This is an optimization exercise on Yosys and OpenROAD, whose aim is small area and few clock cycles, not a production implementation.

Setup of yarrow:
==> flow/design.v <==
package hsv_pkg;
    localparam int CHAN_W = 8;
    typedef struct packed {
        logic        v;     
        logic [7:0]  hi;    
        logic [7:0]  d;     
        logic [7:0]  rs;    
        logic [7:0]  rh;    
        logic [1:0]  r3;    
        logic [15:0] qs;    
        logic [15:0] qh;    
    } step_t;
endpackage
module hsv_prep (
    input  logic                in_valid,
    input  logic [7:0]          red,
    input  logic [7:0]          green,
    input  logic [7:0]          blue,
    output hsv_pkg::step_t      out
);
    logic [7:0] hi, lo, d, x;
    logic [8:0] delta;      
    logic [2:0] base, k;
    logic       tie;        
    always_comb begin
        if (red >= green && red >= blue) begin
            hi    = red;
            base  = 3'd0;
            delta = {1'b0, green} - {1'b0, blue};
            tie   = (green == red);
        end else if (green >= blue) begin
            hi    = green;
            base  = 3'd2;
            delta = {1'b0, blue} - {1'b0, red};
            tie   = (blue == green);
        end else begin
            hi    = blue;
            base  = 3'd4;
            delta = {1'b0, red} - {1'b0, green};
            tie   = 1'b0;
        end
        lo = (red <= green) ? red : green;
        if (blue < lo) lo = blue;
        d = hi - lo;
        if (delta[8]) begin
            k = (base == 3'd0) ? 3'd5 : base - 3'd1;
            x = d + delta[7:0];
        end else if (tie) begin
            k = base + 3'd1;
            x = 8'd0;
        end else begin
            k = base;
            x = delta[7:0];
        end
        out.v  = in_valid;
        out.hi = hi;
        out.d  = d;
        out.rs = d - 8'd1;
        out.qs = '0;
        out.rh = x;
        out.r3 = (k >= 3'd3) ? 2'(k - 3'd3) : k[1:0];
        out.qh = {15'd0, (k >= 3'd3)};
    end
endmodule
module hsv_div #(
    parameter int STEP = 0
) (
    input  hsv_pkg::step_t in,
    output hsv_pkg::step_t out
);
    logic [7:0] negd;
    logic       sbit;
    logic [8:0] st, ht;
    logic       sfit, hfit;
    logic [2:0] t3;
    logic       hb;
    always_comb begin
        negd = 8'd0 - in.d;
        sbit = (STEP < 8) ? 1'b1 : negd[15 - STEP];
        out  = in;
        st   = {in.rs, sbit};
        sfit = (st >= {1'b0, in.hi});
        out.rs = sfit ? 8'(st - {1'b0, in.hi}) : st[7:0];
        out.qs = {in.qs[14:0], sfit};
        if (STEP < 15) begin
            ht   = {in.rh, 1'b0};
            hfit = (ht >= {1'b0, in.d});
            out.rh = hfit ? 8'(ht - {1'b0, in.d}) : ht[7:0];
            t3   = {in.r3, hfit};
            hb   = (t3 >= 3'd3);
            out.r3 = hb ? 2'(t3 - 3'd3) : t3[1:0];
            out.qh = {in.qh[14:0], hb};
        end
    end
endmodule
module rgb_to_hsv_converter_unit #(
    parameter logic [16:0] REG_AT = 17'b0_0010_0100_1001_0001
) (
    input  logic        aclk,
    input  logic        aresetn,
    input  logic        s_tvalid,
    output logic        s_tready,
    input  logic [23:0] s_tdata,    
    output logic        m_tvalid,
    input  logic        m_tready,
    output logic [39:0] m_tdata     
);
    hsv_pkg::step_t pos [0:16];    
    hsv_pkg::step_t src [0:16];    
    logic           en;
    hsv_prep u_prep (
        .in_valid (s_tvalid),
        .red      (s_tdata[7:0]),
        .green    (s_tdata[15:8]),
        .blue     (s_tdata[23:16]),
        .out      (pos[0])
    );
    for (genvar p = 0; p <= 16; p++) begin : g_pos
        if (p > 0) begin : g_step
            hsv_div #(.STEP(p - 1)) u_step (.in(src[p-1]), .out(pos[p]));
        end
        if (REG_AT[p]) begin : g_reg
            hsv_pkg::step_t r;
            always_ff @(posedge aclk) begin
                if (!aresetn) begin
                    r.v <= 1'b0;
                end else if (en) begin
                    r.v <= pos[p].v;
                end
            end
            always_ff @(posedge aclk) begin
                if (en) begin
                    r.hi <= pos[p].hi;
                    r.d  <= pos[p].d;
                    r.rs <= pos[p].rs;
                    r.rh <= pos[p].rh;
                    r.r3 <= pos[p].r3;
                    r.qs <= pos[p].qs;
                    r.qh <= pos[p].qh;
                end
            end
            assign src[p] = r;
        end else begin : g_wire
            assign src[p] = pos[p];
        end
    end
    logic grey;
    assign grey     = (src[16].d == 8'd0);
    assign m_tvalid = src[16].v;
    assign en       = m_tready || !m_tvalid;
    assign s_tready = en;
    assign m_tdata  = {src[16].hi,
                       grey ? 16'd0 : src[16].qs,
                       grey ? 16'd0 : src[16].qh};
endmodule
clock: 5.0 ns
lec_check: 0
cap_margin: 20
core_margin: 2
core_utilization: 40
slew_margin: 20
run.sh (not shown) runs the stock make flow with config.mk's settings and CLKGATE_MAP_FILE= SYNTH_SCRIPT=/design/flow/synth_recipe.tcl, a recipe that flattens the netlist after the stock synthesis.
yarrow: it failed during power grid generation, and the tool reported PDN-0185.
Input-level comparison between cedar and yarrow:
-- flow/design.v --
<<< yarrow, line 1
package hsv_pkg;
    localparam int CHAN_W = 8;
    typedef struct packed {
        logic        v;     
>>> cedar, line 1
package hsv_pkg;
    localparam int CHAN_W = 8;
    localparam int STEP_W = 67;    
    typedef struct packed {
        logic        v;     
<<< yarrow, line 17
    input  logic [7:0]          green,
    input  logic [7:0]          blue,
    output hsv_pkg::step_t      out
);
    logic [7:0] hi, lo, d, x;
    logic [8:0] delta;      
>>> cedar, line 18
    input  logic [7:0]          green,
    input  logic [7:0]          blue,
    output logic [hsv_pkg::STEP_W-1:0] out_bits
);
    hsv_pkg::step_t out;
    assign out_bits = out;
    logic [7:0] hi, lo, d, x;
    logic [8:0] delta;      
<<< yarrow, line 66
    parameter int STEP = 0
) (
    input  hsv_pkg::step_t in,
    output hsv_pkg::step_t out
);
    logic [7:0] negd;
    logic       sbit;
>>> cedar, line 69
    parameter int STEP = 0
) (
    input  logic [hsv_pkg::STEP_W-1:0] in_bits,
    output logic [hsv_pkg::STEP_W-1:0] out_bits
);
    hsv_pkg::step_t in, out;
    assign in       = in_bits;
    assign out_bits = out;
    logic [7:0] negd;
    logic       sbit;
<<< yarrow, line 106
    output logic [39:0] m_tdata     
);
    hsv_pkg::step_t pos [0:16];    
    hsv_pkg::step_t src [0:16];    
    logic           en;
    hsv_prep u_prep (
>>> cedar, line 112
    output logic [39:0] m_tdata     
);
    logic [16:0][hsv_pkg::STEP_W-1:0] pos;   
    logic [16:0][hsv_pkg::STEP_W-1:0] src;   
    hsv_pkg::step_t        last;
    logic           en;
    hsv_prep u_prep (
<<< yarrow, line 114
        .green    (s_tdata[15:8]),
        .blue     (s_tdata[23:16]),
        .out      (pos[0])
    );
    for (genvar p = 0; p <= 16; p++) begin : g_pos
        if (p > 0) begin : g_step
            hsv_div #(.STEP(p - 1)) u_step (.in(src[p-1]), .out(pos[p]));
        end
        if (REG_AT[p]) begin : g_reg
            hsv_pkg::step_t r;
            always_ff @(posedge aclk) begin
                if (!aresetn) begin
                    r.v <= 1'b0;
                end else if (en) begin
                    r.v <= pos[p].v;
                end
            end
            always_ff @(posedge aclk) begin
                if (en) begin
                    r.hi <= pos[p].hi;
                    r.d  <= pos[p].d;
                    r.rs <= pos[p].rs;
                    r.rh <= pos[p].rh;
                    r.r3 <= pos[p].r3;
                    r.qs <= pos[p].qs;
                    r.qh <= pos[p].qh;
                end
            end
            assign src[p] = r;
        end else begin : g_wire
            assign src[p] = pos[p];
>>> cedar, line 121
        .green    (s_tdata[15:8]),
        .blue     (s_tdata[23:16]),
        .out_bits (pos[0])
    );
    for (genvar p = 0; p <= 16; p++) begin : g_pos
        if (p > 0) begin : g_step
            hsv_div #(.STEP(p - 1)) u_step (.in_bits(src[p-1]), .out_bits(pos[p]));
        end
        if (REG_AT[p]) begin : g_reg
            hsv_pkg::step_t nxt;
            logic           v_reg;
            logic [hsv_pkg::STEP_W-2:0] data_reg;
            assign nxt = pos[p];
            always_ff @(posedge aclk) begin
                if (!aresetn) begin
                    v_reg <= 1'b0;
                end else if (en) begin
                    v_reg <= nxt.v;
                end
            end
            always_ff @(posedge aclk) begin
                if (en) begin
                    data_reg <= nxt[hsv_pkg::STEP_W-2:0];
                end
            end
            assign src[p] = {v_reg, data_reg};
        end else begin : g_wire
            assign src[p] = pos[p];
<<< yarrow, line 146
    end
    logic grey;
    assign grey     = (src[16].d == 8'd0);
    assign m_tvalid = src[16].v;
    assign en       = m_tready || !m_tvalid;
    assign s_tready = en;
    assign m_tdata  = {src[16].hi,
                       grey ? 16'd0 : src[16].qs,
                       grey ? 16'd0 : src[16].qh};
endmodule
>>> cedar, line 150
    end
    logic grey;
    assign last     = src[16];
    assign grey     = (last.d == 8'd0);
    assign m_tvalid = last.v;
    assign en       = m_tready || !m_tvalid;
    assign s_tready = en;
    assign m_tdata  = {last.hi,
                       grey ? 16'd0 : last.qs,
                       grey ? 16'd0 : last.qh};
endmodule
[summary]
Every stage of cedar finished as expected; the final checks, on the other hand, flagged negative setup slack, which means the layout fails. cedar vs yarrow: synthesized area per cell up by more than a quarter. Die height ends up higher on cedar. Lower effective utilization at floorplan goes to cedar over yarrow. Going from yarrow to cedar, xor-xnor portion of the synthesized cell area grows by 6.2 points. Looking at share of synthesized area spent on multiplexers, cedar sits 6.1 points higher than yarrow does. The number of distinct library cell variants in the gate-level netlist after synthesis reported for cedar is greater than that of yarrow by 93. Simple-gate share of the synthesized area in cedar is 13 points higher than in yarrow. Between cedar and yarrow, synthesized area is higher for cedar, yarrow comes in under that. What cedar reported for chip width has to be multiplied by 0.13 to get the figure for yarrow.
Function was not checked in any run of this note: the RTL went through the layout flow alone.

-- port drivers added, routing unchanged --
In the flow no input, the clock included, has a driving cell. The finished layout below was timed again as built, in two steps. Step 1 (the two cells are an assumption about what drives the block):
set clk [get_ports {aclk}]
set_driving_cell -lib_cell sky130_fd_sc_hd__clkbuf_16 $clk
set_driving_cell -lib_cell sky130_fd_sc_hd__buf_2 [delete_from_list [all_inputs] $clk]
Step 2 also shifts input and output timing later by t, the mid clock arrival at the registers, as if the neighbouring blocks saw the same clock. Three values: ideal ports, drivers, drivers and shift; two values: the first two.
run: cedar
t (ns): 0.641
slack for setup (ns): -2.744 / -2.744 / -2.744
clock arrival spread, ns: 0.017 / 0.017
worst data-port slew with drivers (ns): 0.06
cell pins on the clock port's net: 1
The setup slack of cedar moves by 0.000 ns with the drivers and by 0.000 ns with both steps.
